This design comes from an exercise in tuning for small area and few clock cycles per item on the open sky130 flow, not from production work. The RTL was checked by simulation tests, not by an equivalence proof against the original design.

## flow/design.v (module list and top-level ports; edited modules follow where they fit)
// module escc_sum_q: 142 lines
// module escc_sum_r: 79 lines
// module escc_sum_q4: 33 lines
// module escc_sum_days: 131 lines
// module escc_sum_sod: 79 lines
// module escc_sum_r4: 86 lines
// module escc_sum_hh: 19 lines
// module escc_sum_rs: 34 lines
// module escc_sum_tot: 179 lines
// module escc_sum_min: 41 lines
// module escc_sum_hour: 18 lines
// module escc_sum_year: 31 lines
// module escc_sum_sec: 14 lines
// module escc_sum_day: 24 lines
// module escc_dpath: 185 lines
// module epoch_seconds_calendar_converter: 57 lines
module epoch_seconds_calendar_converter (
  input  logic        clk,
  input  logic        rst_n,
  input  logic        in_valid,
  output logic        in_ready,
  input  logic        in_op,
  input  logic [31:0] in_epoch_seconds,
  input  logic [7:0]  in_year,
  input  logic [3:0]  in_month,
  input  logic [4:0]  in_day,
  input  logic [4:0]  in_hour,
  input  logic [5:0]  in_minute,
  input  logic [5:0]  in_second,
  output logic        out_valid,
  input  logic        out_ready,
  output logic [31:0] res_seconds,
  output logic [7:0]  res_year,
  output logic [3:0]  res_month,
  output logic [4:0]  res_day,
  output logic [4:0]  res_hour,
  output logic [5:0]  res_minute,
  output logic [5:0]  res_second,
  output logic [1:0]  status
);
  // ...
==> flow/flow/run.sh <==
#!/bin/bash
# The standard layout (bash standard.sh) with these changes:
#  - synthesis skips the ABC pass inside Yosys's generic synth script (SYNTH_ARGS=-noabc),
#    so the full adders that extract_fa finds keep the polarity the RTL gives them
#    (the final technology mapping by ABC still runs);
#  - the port buffers that global placement inserts are sky130_fd_sc_hd__buf_1;
#  - clock tree synthesis uses sky130_fd_sc_hd__clkbuf_4 and adds no dummy loads.
# Each step's full output goes to its own log file here; ORFS keeps its per-step logs
# under orfs/logs/.
set -euo pipefail
export BUFFER_PORTS_ARGS="-buffer_cell sky130_fd_sc_hd__buf_1"
export CTS_ARGS="-sink_clustering_enable -repair_clock_nets -buf_list sky130_fd_sc_hd__clkbuf_4 -dont_use_dummy_load"
bash standard.sh "SYNTH_ARGS=-noabc" synth > synth.log 2>&1
bash standard.sh "SYNTH_ARGS=-noabc" "BUFFER_PORTS_ARGS=$BUFFER_PORTS_ARGS" "CTS_ARGS=$CTS_ARGS" \
  finish > layout.log 2>&1
==> flow/standard.sh <==
#!/bin/bash
# synth_recipe.tcl (not shown) runs the flow's synth.tcl, then flattens the netlist and writes it again
# the make line also repeats each setting of config.mk as NAME=value (left out here)
make -C /OpenROAD-flow-scripts/flow DESIGN_CONFIG=/design/flow/config.mk WORK_HOME=/design/flow/orfs CLKGATE_MAP_FILE= SYNTH_SCRIPT=/design/flow/synth_recipe.tcl "${@:-finish}"
==> flow/config.mk <==
export PLATFORM = sky130hd
export DESIGN_NAME = epoch_seconds_calendar_converter
export DESIGN_NICKNAME = epoch_seconds_calendar_converter
export VERILOG_FILES = /design/flow/design.v
export SDC_FILE = /design/flow/constraint.sdc
export NUM_CORES = 4
export LEC_CHECK = 0
export CAP_MARGIN = 20
export CORE_MARGIN = 2
export CORE_UTILIZATION = 40
export CTS_BUF_LIST = sky130_fd_sc_hd__clkbuf_4
export SLEW_MARGIN = 20
==> flow/constraint.sdc <==
create_clock -name core_clock -period 8.0 [get_ports {clk}]
set_input_delay 1.6000 -clock core_clock [delete_from_list [all_inputs] [get_ports {clk}]]
set_output_delay 1.6000 -clock core_clock [all_outputs]
set_load 0.01 [all_outputs]
==> run summary, run 1 <==
Slew @ Worst Pin 1001 ps; most frequent cells in the layout fa_1, inv_1, buf_1, ha_1, edfxtp_1; global route hottest layer met2; status timing/DRC/antenna clean; Tcrit/Tclk final 0.9301; EDFF count, synth 110; Synth Area in Simple Gates 0.09235; YS warnings 2; Sink Count 113; worst skew pair latency 560 ps; antenna-violating nets left 0; CP Buf/Inv Count 1; Die Ht 196.7 um; Worst setup endpoint res_day[4]; multi-input logic area 10,820 um2; core area 36,610 um2; largest family of logic cells by synthesized area adder cells; crit path kind reg2out; delay-heaviest family, CP adder cells; RSZ-0062 raised after global routing false; Worst Skew 51.51 ps; Via Count 9,223; Routed WL 29,860 um; f_max 134.4 MHz; r2r setup slk 660 ps; Async SR Flop Fraction 0; leading area contributor after synthesis fa_1; Seq cells 113
Testbench counts, summed over its fixed seeds: cycles 3,224, items 3,200.
==> module escc_dpath, before the edit <==
module escc_dpath (
  input  logic        clk,
  input  logic        en,
  input  logic        op,
  input  logic [31:0] epoch_seconds,
  input  logic [7:0]  year,
  input  logic [3:0]  month,
  input  logic [4:0]  day,
  input  logic [4:0]  hour,
  input  logic [5:0]  minute,
  input  logic [5:0]  second,
  output logic [31:0] res_seconds,
  output logic [7:0]  res_year,
  output logic [3:0]  res_month,
  output logic [4:0]  res_day,
  output logic [4:0]  res_hour,
  output logic [5:0]  res_minute,
  output logic [5:0]  res_second,
  output logic [1:0]  status
);
  logic [24:0] a;
  logic [18:0] qs;
  logic [15:0] q_a;
  logic        bad_a;
  assign a = epoch_seconds[31:7];
  escc_sum_q u_q (.a(a), .s(qs));
  assign q_a = qs[18:3];
  logic feb, short_m;
  assign feb     = (month == 4'd2);
  assign short_m = feb || (month == 4'd4) || (month == 4'd6) || (month == 4'd9) ||
                   (month == 4'd11);
  assign bad_a = (year > escc_pkg::MAX_YEAR_OFS) || (month == 4'd0) || (month > 4'd12) ||
                 (day == 5'd0) || ((day == 5'd31) && short_m) || ((day == 5'd30) && feb) ||
                 ((day == 5'd29) && feb && !escc_pkg::is_leap(year)) ||
                 (hour > 5'd23) || (minute > 6'd59) || (second > 6'd59);
  logic        op_b, bad_b;
  logic [33:0] r1;
  always_ff @(posedge clk) begin
    if (en) begin
      op_b  <= op;
      bad_b <= bad_a;
      r1    <= op ? {year, month, day, hour, minute, second}
                  : {~q_a, epoch_seconds[17:0]};
    end
  end
  logic [15:0] q_b, nq_b;    
  logic [10:0] alo_b;
  logic [6:0]  lo_b;
  logic [10:0] rest_b;      
  logic        e_b;
  logic [7:0]  q4s;
  logic [5:0]  nq4_b;
  assign nq_b  = r1[33:18];
  assign q_b   = ~nq_b;
  assign alo_b = r1[17:7];
  assign lo_b  = r1[6:0];
  escc_sum_r u_r (.a(alo_b), .nq(nq_b[10:0]), .s(rest_b));
  assign e_b = (rest_b >= 11'd675);
  escc_sum_q4 u_q4 (.nq(nq_b), .s(q4s));
  assign nq4_b = q4s[7:2];
  logic [7:0]  y_b;
  logic [3:0]  m_b;
  logic [4:0]  d_b, h_b;
  logic [5:0]  mi_b, s_b;
  logic [8:0]  cum;
  logic [15:0] days1_b;
  logic [16:0] sod1_b;
  assign {y_b, m_b, d_b, h_b, mi_b, s_b} = r1;
  assign cum = escc_pkg::month_start(m_b);
  escc_sum_days u_days1 (.y(y_b), .cum(cum), .dm1(d_b - 5'd1), .c0(y_b[1:0] == 2'd3),
                         .c1(escc_pkg::is_leap(y_b) && (m_b > 4'd2)), .s(days1_b));
  escc_sum_sod u_sod1 (.h(h_b), .mi(mi_b), .sc(s_b), .s(sod1_b));
  logic        op_c;
  logic [36:0] r2, r2_op0;
  assign r2_op0 = {q_b[11:0], nq4_b, rest_b, lo_b, e_b};
  always_ff @(posedge clk) begin
    if (en) begin
      op_c <= op_b;
      r2   <= {r2_op0[36:34], op_b ? {bad_b, days1_b, sod1_b} : r2_op0[33:0]};
    end
  end
  logic [11:0] q_c;
  logic [5:0]  nq4_c;
  logic [10:0] rest_c;
  logic [6:0]  lo_c;
  logic        e_c;
  logic [11:0] r4;
  logic [2:0]  cnt;
  logic [8:0]  tsel;
  logic [8:0]  doy_c;
  assign {q_c, nq4_c, rest_c, lo_c, e_c} = r2;
  escc_sum_r4 u_r4 (.q(q_c), .nq4(nq4_c), .e(e_c), .s(r4));
  always_comb begin
    if      (r4 >= 12'd2556) begin cnt = 3'd7; tsel = 9'(2556); end
    else if (r4 >= 12'd2191) begin cnt = 3'd6; tsel = 9'(2191); end
    else if (r4 >= 12'd1826) begin cnt = 3'd5; tsel = 9'(1826); end
    else if (r4 >= 12'd1461) begin cnt = 3'd4; tsel = 9'(1461); end
    else if (r4 >= 12'd1095) begin cnt = 3'd3; tsel = 9'(1095); end
    else if (r4 >= 12'd730)  begin cnt = 3'd2; tsel = 9'(730);  end
    else if (r4 >= 12'd365)  begin cnt = 3'd1; tsel = 9'(365);  end
    else                     begin cnt = 3'd0; tsel = 9'd0;     end
  end
  assign doy_c  = r4[8:0] - tsel;
  logic [6:0]  hs;
  logic [5:0]  hh;
  logic [12:0] rs, nrs;
  logic        eh;
  logic [11:0] rsec_c;
  logic [4:0]  hour_c;
  escc_sum_hh u_hh (.r(rest_c), .s(hs));
  assign hh = hs[6:1];
  escc_sum_rs u_rs (.x({rest_c[5:0], lo_c}), .h(hh), .s(nrs));
  assign rs = ~nrs;
  assign eh     = (rs >= 13'd3600);
  assign rsec_c = eh ? 12'(rs - 13'd3600) : rs[11:0];
  escc_sum_hour u_hour (.hh(hh), .eh(eh), .e(e_c), .s(hour_c));
  logic        bad_c;
  logic [15:0] days1_c;
  logic [16:0] sod1_c;
  logic [32:0] tot_c;
  assign bad_c   = r2[33];
  assign days1_c = r2[32:17];
  assign sod1_c  = r2[16:0];
  escc_sum_tot u_tot (.days(days1_c), .sod(sod1_c), .s(tot_c));
  logic        op_d;
  logic [34:0] r3, r3_op0;
  assign r3_op0 = {nq4_c, cnt, doy_c, hour_c, rsec_c};
  always_ff @(posedge clk) begin
    if (en) begin
      op_d <= op_c;
      r3   <= {r3_op0[34], op_c ? {bad_c, tot_c} : r3_op0[33:0]};
    end
  end
  logic [5:0]  nq4_d;
  logic [2:0]  cnt_d;
  logic [7:0]  yr_d;
  logic [8:0]  doy_d;
  logic        leap_d;
  logic [4:0]  hour_d;
  logic [11:0] rsec_d;
  assign {nq4_d, cnt_d, doy_d, hour_d, rsec_d} = r3;
  escc_sum_year u_year (.nq4(nq4_d), .cnt(cnt_d), .s(yr_d));
  assign leap_d = (cnt_d[1:0] == 2'd3);
  logic [3:0] hi, mi, mon;
  logic [4:0] lo, cut;
  logic       later, past;
  logic [4:0] mday;
  assign hi    = doy_d[8:5];
  assign lo    = doy_d[4:0];
  assign cut   = escc_pkg::month_cut(hi);
  assign later = leap_d && (hi != 4'd0);
  assign past = later ? (lo > cut) : (lo >= cut);
  assign mi    = hi + {3'd0, past};
  assign mon   = mi + 4'd1;
  escc_sum_day u_day (.lo(lo), .off(escc_pkg::month_off(mi)), .la(leap_d && (mi >= 4'd2)), .s(mday));
  logic [9:0]  yq;
  logic [10:0] ms;
  logic [5:0]  mn, sc;
  assign yq = rsec_d[11:2];
  escc_sum_min u_mn (.y(yq), .s(ms));
  assign mn = ms[10:5];
  escc_sum_sec u_sec (.rs(rsec_d[5:0]), .mn(mn[3:0]), .s(sc));
  always_comb begin
    res_seconds = '0;
    res_year    = '0;
    res_month   = '0;
    res_day     = '0;
    res_hour    = '0;
    res_minute  = '0;
    res_second  = '0;
    status      = escc_pkg::ST_OK;
    if (op_d) begin
      if (r3[33])        status = escc_pkg::ST_RANGE;
      else if (r3[32])   status = escc_pkg::ST_OVF;
      else               res_seconds = r3[31:0];
    end else begin
      res_year   = yr_d;
      res_month  = mon;
      res_day    = mday;
      res_hour   = hour_d;
      res_minute = mn;
      res_second = sc;
    end
  end
endmodule
==> inputs of run 2 (changes only) <==
--- a/flow/design.v
+++ b/flow/design.v
@@ -1091,10 +1091,11 @@
   assign lo    = doy_d[4:0];
   assign cut   = escc_pkg::month_cut(hi);
   assign later = leap_d && (hi != 4'd0);
-  assign past = later ? (lo > cut) : (lo >= cut);
+  assign past  = later ? (lo > cut) : (lo >= cut);
   assign mi    = hi + {3'd0, past};
   assign mon   = mi + 4'd1;
-  escc_sum_day u_day (.lo(lo), .off(escc_pkg::month_off(mi)), .la(leap_d && (mi >= 4'd2)), .s(mday));
+  escc_sum_day u_day (.lo(lo), .off(escc_pkg::month_off(mi)), .la(leap_d && (mi >= 4'd2)),
+                      .s(mday));
   logic [9:0]  yq;
   logic [10:0] ms;
   logic [5:0]  mn, sc;
==> run 2 against run 1 <==
- still clean on timing, DRC and antenna
- flip-flop and latch count unchanged
- first-iteration DRC count unchanged
- final cell count is the same
- design area unchanged
- critical path depth did not move
- synthesized cell count stayed put
- global-route usage unchanged
- register-to-register slack is essentially flat
- worst hold slack stayed put
- via count is the same
==> run summary, run 2 <==
total congestion overflow 0 (unchanged); Worst Skew 51.51 ps (unchanged); Crit-path slowest cell edfxtp_1 (unchanged); ys flop type edfxtp_1 (unchanged); Syn Inst Count 1,247 (unchanged); most frequent CP cell ha_1 (unchanged); Sink Count 113 (unchanged); Regs by FF count u_dp.r2: 37 flops, u_dp.r3: 35 flops, u_dp.r1: 34 flops (unchanged); Die Ht 196.7 um (unchanged); Tot GR Track Use 0.1655 (unchanged); commonest non-fill, non-tap cell in the layout fa_1 (unchanged); FF+latch count, synth 113 (unchanged); Max-Cap Viols 0 (unchanged); Max-slew headroom 0.3329 (unchanged); # nets final 1,857 (unchanged); Crit Path Max Fanout 9 (unchanged); Tcrit/Tclk final 0.9301 (unchanged); DP Wirelength 24,890 um (unchanged); clk slew on worst S/H paths 100 ps (about the same); die width 196.7 um (unchanged); f_max 134.4 MHz (unchanged); Placer Congestion 0.8961 (unchanged); startpoint type of the worst setup path register (unchanged); die area 38,680 um2 (unchanged); r2r setup slk 660 ps (about the same); CP arrival 5840 ps (about the same); I/O Buffers 140 (unchanged); DR vias/cell 4.969 (unchanged); r2r worst-path depth 28 (unchanged); CP Capture Type output port (unchanged); crit path kind reg2out (unchanged); type of the worst min-delay path reg2reg (unchanged); library cells used by synthesis 66 (unchanged); flip-flop count of the largest register after layout 37 (unchanged); Tmin final 7441 ps (unchanged); critical path's largest stage delay 540 ps (about the same); Rows 70 (unchanged); status timing/DRC/antenna clean (unchanged); Async SR Flop Fraction 0 (unchanged); Reg-to-Reg Start u_dp.r2[0] (unchanged); Hold Startpoint valid_r[1] (unchanged); IO Count 141 (unchanged); Routed WL 29,860 um (unchanged); post-route setup TNS 0 ps (unchanged); Initial Util 0.4056 (unchanged); fin. max-slew vios 0 (unchanged); core area 36,610 um2 (unchanged); Largest Register u_dp.r2 (unchanged); YS warnings 2 (unchanged); worst skew pair latency 560 ps (about the same); RSZ-0062 raised after global routing false (unchanged); cts repair resizes 0 (unchanged); Residual DRC 0 (unchanged); setup ws final 559.1 ps (unchanged); area grow syn2layout 8.283% (unchanged); WHS Path Cells 2 (unchanged); leading area contributor after synthesis fa_1 (unchanged); CTS Buffer Depth 2 (unchanged); Hold Crit Endpoint valid_r[2] (unchanged); Util after Layout 0.4392 (unchanged); Post-Syn Area per Cell 11.91 um2 (unchanged); layout cells sized above 1 0.06566 (unchanged); Syn Nets 1,716 (unchanged); drt first-iter violations 351 (unchanged); post-place setup slack 659.4 ps (unchanged); delay-heaviest family, CP adder cells (unchanged); multi-input logic area 10,820 um2 (unchanged); first-pass GRT wire length 50,470 um (unchanged); R2R Path End u_dp.r3[25] (unchanged); antenna-violating nets left 0 (unchanged); Synth top cells by count fa_1, inv_1, ha_1 (unchanged); clock root buffer clkbuf_4 (unchanged); DR pass1 iterations 4 (unchanged); largest net degree at the start of global routing 74 (unchanged); CP Buf/Inv Count 1 (unchanged); vias in the first global route 9,967 (unchanged); Via Count 9,223 (unchanged); Slew @ Worst Pin 1001 ps (unchanged); Yosys top cell area share 0.3842 (unchanged); most instantiated library cell after synthesis fa_1 (unchanged); Sequential Area 3363 um2 (unchanged); Setup violations, final 0 (unchanged); CTS tree built (unchanged); EDFF count, synth 110 (unchanged); sequential-to-total area share from yosys stat 0.2265 (unchanged); Mapped Area 14,850 um2 (unchanged); CP cell instances xor2_1 > a21oi_1 > o21ai_0 > ha_1 > nand4_1 > a21oi_1 > nor2_1 > a32oi_1 > ha_1 > ha_1 > xor2_1 > o21ai_0 > a21oi_1 > o221ai_1 > fa_1 > ha_1 > fa_1 > fa_1 > xnor2_1 > xnor2_1 > xnor2_1 > nor2_1 > buf_1 (unchanged); Final Hold Viols 0 (unchanged); clock buffer count from CTS 17 (unchanged); CP Launch Point u_dp.r3[22] (unchanged); largest cells by area after synthesis fa_1, edfxtp_1, ha_1, inv_1, xnor2_1 (unchanged); most frequent cells in the layout fa_1, inv_1, buf_1, ha_1, edfxtp_1 (unchanged); initial antenna violation count 2 (unchanged); CP Data Required Time 6400 ps (about the same); Filler Cell Count 3,482 (unchanged); Routed wire per std cell 16.09 um (unchanged); H-tree levels 4 (unchanged)
==> run 2: cell counts in the layout (fill, tap and decap cells not counted) <==
Identical to the previous run, type by type.
==> run 2: routing by layer <==
| layer | up-vias | routed length, um | track usage |
|---|---|---|---|
| li1 | 4404 | - | - |
| met1 | 4605 | 13990 | 0.2212 |
| met2 | 200 | 14670 | 0.2903 |
| met3 | 14 | 960 | 0.02396 |
| met4 | 0 | 241 | 0.03091 |
| met5 | - | 0 | 0 |
==> run 2: cells by family after synthesis <==
family / share of synthesized area
simple gates: 0.09235
flops: 0.2265
compound gates: 0.06269
mux: 0.03943
xor+xnor: 0.05359
fa+ha+maj: 0.4801
buf+inv: 0.04533
==> run 2: area by class of cell <==
class / count / area share
timing repair buffer: 154 / 0.03930
inverter: 145 / 0.03393
multi-input combinational: 957 / 0.6729
clock buffer: 17 / 0.007937
antenna: 2 / 0.0003113
tap: 468 / 0.03642
sequential: 113 / 0.2092
==> run 2: worst reg2reg max path: cells and delay by family, from the launching register on <==
kind            cells  cell delay [ps]
mux                 1              260
buf+inv             2              150
compound gates      5              960
simple gates        4              380
fa+ha+maj          13             4020
xor+xnor            3              810
flops               1              520
==> run 2: per-stage QoR <==
stage / hold WS (ps) / area, um2 / instances
final: 472.9 / 16080 / 1856
after global routing: 521.3 / 16080 / 1856
after CTS: 481.2 / 16060 / 1852
after detailed placement: 455.4 / 15930 / 1835
after global placement: 449.6 / 15930 / 1835
after floorplan: 434.4 / 14850 / 1247
==> run 2: what timing repair did <==
item	4_1_cts	5_1_grt
setup endpoints to repair	0	1
setup buffers	0	2
hold buffers	0	0
==> run 2: how the worst max path moves through the flow <==
stage                              to  slack, ps  cells past startpoint
final                      res_day[4]        560                     23
after global routing       res_day[4]       0.05                     24
after CTS                  res_day[4]        450                     24
after detailed placement  u_dp.r3[25]        660                     28
after global placement    u_dp.r1[33]        730                     20
after floorplan           u_dp.r3[25]        910                     28
Testbench counts of run 2, summed over its fixed seeds: cycles 3,224, items 3,200.
==> inputs of run 3 (changes only) <==
--- a/flow/design.v
+++ b/flow/design.v
@@ -1091,11 +1091,10 @@
   assign lo    = doy_d[4:0];
   assign cut   = escc_pkg::month_cut(hi);
   assign later = leap_d && (hi != 4'd0);
-  assign past  = later ? (lo > cut) : (lo >= cut);
+  assign past = later ? (lo > cut) : (lo >= cut);
   assign mi    = hi + {3'd0, past};
   assign mon   = mi + 4'd1;
-  escc_sum_day u_day (.lo(lo), .off(escc_pkg::month_off(mi)), .la(leap_d && (mi >= 4'd2)),
-                      .s(mday));
+  escc_sum_day u_day (.lo(lo), .off(escc_pkg::month_off(mi)), .la(leap_d && (mi >= 4'd2)), .s(mday));
   logic [9:0]  yq;
   logic [10:0] ms;
   logic [5:0]  mn, sc;
==> flow/flow/run.sh (replaced) <==
#!/bin/bash
# The standard layout (bash standard.sh) with these changes:
#  - synthesis skips the ABC pass inside Yosys's generic synth script (SYNTH_ARGS=-noabc),
#    so the full adders that extract_fa finds keep the polarity the RTL gives them
#    (the final technology mapping by ABC still runs);
#  - the port buffers that global placement inserts are sky130_fd_sc_hd__buf_1;
#  - clock tree synthesis uses sky130_fd_sc_hd__clkbuf_8 and adds no dummy loads.
# Each step's full output goes to its own log file here; ORFS keeps its per-step logs
# under orfs/logs/.
set -euo pipefail
export BUFFER_PORTS_ARGS="-buffer_cell sky130_fd_sc_hd__buf_1"
export CTS_ARGS="-sink_clustering_enable -repair_clock_nets -buf_list sky130_fd_sc_hd__clkbuf_8 -dont_use_dummy_load"
bash standard.sh "SYNTH_ARGS=-noabc" synth > synth.log 2>&1
bash standard.sh "SYNTH_ARGS=-noabc" "BUFFER_PORTS_ARGS=$BUFFER_PORTS_ARGS" "CTS_ARGS=$CTS_ARGS" \
  finish > layout.log 2>&1
--- a/flow/config.mk
+++ b/flow/config.mk
@@ -8,5 +8,5 @@
 export CAP_MARGIN = 20
 export CORE_MARGIN = 2
 export CORE_UTILIZATION = 40
-export CTS_BUF_LIST = sky130_fd_sc_hd__clkbuf_4
+export CTS_BUF_LIST = sky130_fd_sc_hd__clkbuf_8
 export SLEW_MARGIN = 20
==> run 3 against run 2 <==
- still clean on timing, DRC and antenna
- clock skew is 24 ps lower
- flip-flop and latch count stayed put
- register-to-register slack improved by 20 ps
- first-iteration DRC count increased by 6.0%
- final cell count down 0.22%
- largest cell class unchanged
==> run summary, run 3 <==
status timing/DRC/antenna clean (unchanged); met3 Usage GRT 0.02242 (was 0.02396); # nets final 1,855 (was 1,857); die area 38,680 um2 (unchanged); crit path kind reg2out (unchanged); type of the worst min-delay path reg2reg (unchanged); CP Data Required Time 6400 ps (about the same); Routed wire per std cell 16.11 um (was 16.09 um); Post-Syn Area per Cell 11.91 um2 (unchanged); YS warnings 2 (unchanged); sequential-to-total area share from yosys stat 0.2265 (unchanged); cts repair resizes 0 (unchanged); Final Hold Viols 0 (unchanged); Placer Congestion 0.8961 (unchanged); Syn Inst Count 1,247 (unchanged); leading area contributor after synthesis fa_1 (unchanged); startpoint type of the worst setup path register (unchanged); vias in the first global route 9,958 (was 9,967); die width 196.7 um (unchanged); CTS tree built (unchanged); Tot GR Track Use 0.1656 (was 0.1655); first-pass GRT wire length 50,320 um (was 50,470 um); CP arrival 5750 ps (was 5840 ps); Async SR Flop Fraction 0 (unchanged); Tcrit/Tclk final 0.9183 (was 0.9301); Largest Register u_dp.r2 (unchanged); largest net degree at the start of global routing 74 (unchanged); Setup violations, final 0 (unchanged); f_max 136.1 MHz (was 134.4 MHz); CTS Buffer Depth 2 (unchanged); most frequent cells in the layout fa_1, inv_1, buf_1, ha_1, edfxtp_1 (unchanged); Regs by FF count u_dp.r2: 37 flops, u_dp.r3: 35 flops, u_dp.r1: 34 flops (unchanged); Crit Path Max Fanout 12 (was 9); Mapped Area 14,850 um2 (unchanged); clock root buffer clkbuf_8 (was clkbuf_4); Filler Cell Count 3,467 (was 3,482); library cells used by synthesis 66 (unchanged); multi-input logic area 10,820 um2 (unchanged); DP Wirelength 24,890 um (unchanged); drt first-iter violations 372 (was 351); layout cells sized above 1 0.06431 (was 0.06566); Via Count 9,189 (was 9,223); core area 36,610 um2 (unchanged); DR vias/cell 4.962 (was 4.969); initial antenna violation count 0 (was 2); Yosys top cell area share 0.3842 (unchanged); IO Count 141 (unchanged); H-tree levels 4 (unchanged); Worst Skew 27.81 ps (was 51.51 ps); Tmin final 7346 ps (was 7441 ps); Routed WL 29,840 um (was 29,860 um); total congestion overflow 0 (unchanged); post-route setup TNS 0 ps (unchanged); area grow syn2layout 8.864% (was 8.283%); Die Ht 196.7 um (unchanged); worst skew pair latency 460 ps (was 560 ps); placed cells 1,835 (unchanged); EDFF count, synth 110 (unchanged); commonest non-fill, non-tap cell in the layout fa_1 (unchanged); cts hold-fix bufs 0 (unchanged); FF+latch count, synth 113 (unchanged); Max-Cap Viols 0 (unchanged); largest cells by area after synthesis fa_1, edfxtp_1, ha_1, inv_1, xnor2_1 (unchanged); Post-Layout Cell Count 1,852 (was 1,856); GR Util met1 0.2203 (was 0.2212); global route hottest layer met2 (unchanged); DR pass1 iterations 4 (unchanged); flip-flop count of the largest register after layout 37 (unchanged); Synth top cells by count fa_1, inv_1, ha_1 (unchanged); fin. max-slew vios 0 (unchanged); # diodes 0 (was 2); ys flop type edfxtp_1 (unchanged); Post-CTS Setup Inserts 0 (unchanged); Sequential Area 3363 um2 (unchanged); clk slew on worst S/H paths 70 ps (was 100 ps); Sink Count 113 (unchanged); Initial Util 0.4056 (unchanged); clock buffer count from CTS 17 (unchanged); Syn Nets 1,716 (unchanged); M2 GR Usage 0.2896 (was 0.2903); Max-slew headroom 0.3332 (was 0.3329); most instantiated library cell after synthesis fa_1 (unchanged); I/O Buffers 140 (unchanged); antenna-violating nets left 0 (unchanged); Slew @ Worst Pin 1000 ps (was 1001 ps); Residual DRC 0 (unchanged); Rows 70 (unchanged); CP Capture Type output port (unchanged); RSZ-0062 raised after global routing false (unchanged)
[run 3: cell count changes in the layout (fill, tap and decap cells not counted), sizes merged]
cell   change
buf        -2
diode      -2
[run 3: through the flow]
stage	setup slack [ps]	cell area, um2	hold slack [ps]	utilization
2_1_floorplan	908.5	14850	434.4	-
3_3_place_gp	729.8	15930	449.6	0.4352
3_5_place_dp	659.4	15930	455.4	0.4352
4_1_cts	569.6	16170	475.2	0.4416
5_1_grt	102.6	16170	514.9	0.4416
6_report	653.7	16170	468.4	0.4416
[run 3: final timing paths]
kind              slack, ps     endpoint        start  cells past startpoint
setup reg to reg        680  u_dp.r3[25]  u_dp.r2[25]                     28
hold reg to reg         470   valid_r[2]   valid_r[1]                      2
setup / recovery        650   res_day[4]  u_dp.r3[25]                     24
hold / removal          470   valid_r[2]   valid_r[1]                      2
[run 3: cell families after synthesis]
group / count (synthesis) / synth area share
DFF: 113 / 0.2265
xor gates and xnor gates: 86 / 0.05359
muxes: 53 / 0.03943
AOI/OAI and AO/OA: 147 / 0.06269
adders and majority gates: 399 / 0.4801
and+or+nand+nor: 272 / 0.09235
buffers and inverters: 177 / 0.04533
[run 3: final cells by class]
type | count | share of cell area
timing repair buffer | 152 | 0.03816
sequential | 113 | 0.2080
tap | 468 | 0.03622
inverter | 145 | 0.03375
clock buffer | 17 | 0.01447
multi-input combinational | 957 | 0.6694
[run 3: per-layer routing]
metal | vias to the layer above | share of wire | routed length [um]
li1 | 4401 | - | -
met1 | 4572 | 0.47 | 13900
met2 | 195 | 0.49 | 14600
met3 | 21 | 0.035 | 1037
met4 | 0 | 0.010 | 297
met5 | - | 0 | 0
[run 3: worst max-delay path, stage by stage (launching register included)]
cell	delay (ps)
edfxtp_1	610
nor3_1	110
a221oi_1	260
ha_1	300
a21oi_1	130
nor2b_1	50
o21ai_0	140
a32oi_1	80
ha_1	230
ha_1	390
inv_1	120
ha_1	260
nor3_1	90
o21ai_0	160
o41ai_1	120
fa_1	550
inv_1	40
ha_1	180
fa_1	390
fa_1	380
xnor2_1	140
xnor2_1	210
xnor2_1	150
nor2_1	50
buf_1	140
Testbench counts of run 3, summed over its fixed seeds: cycles 3,224, items 3,200.

-- re-timing with driven ports --
In the flow no input, the clock included, has a driving cell. The finished layouts below were timed again as built, in two steps.
Step 1: set_driving_cell puts a clkbuf_16 on clk and a buf_2 on each other input, an assumption about the parent block.
Step 2 times the ports against the registers' clock, not the clock port: input delays grow and output delays shrink by t, the midpoint of the rising clock arrivals with the driver on.
a / b / c = ideal / step 1 / step 2; a / b = the first two.
run	shift t [ns]	setup WS [ns]	latest minus earliest clock arrival (ns)
run 1	0.576	0.559 / 0.513 / 0.656	0.051 / 0.052
run 2	0.576	0.559 / 0.513 / 0.656	0.051 / 0.052
run 3	0.487	0.654 / 0.609 / 0.681	0.028 / 0.028
After both steps setup and hold are still met in every run listed.
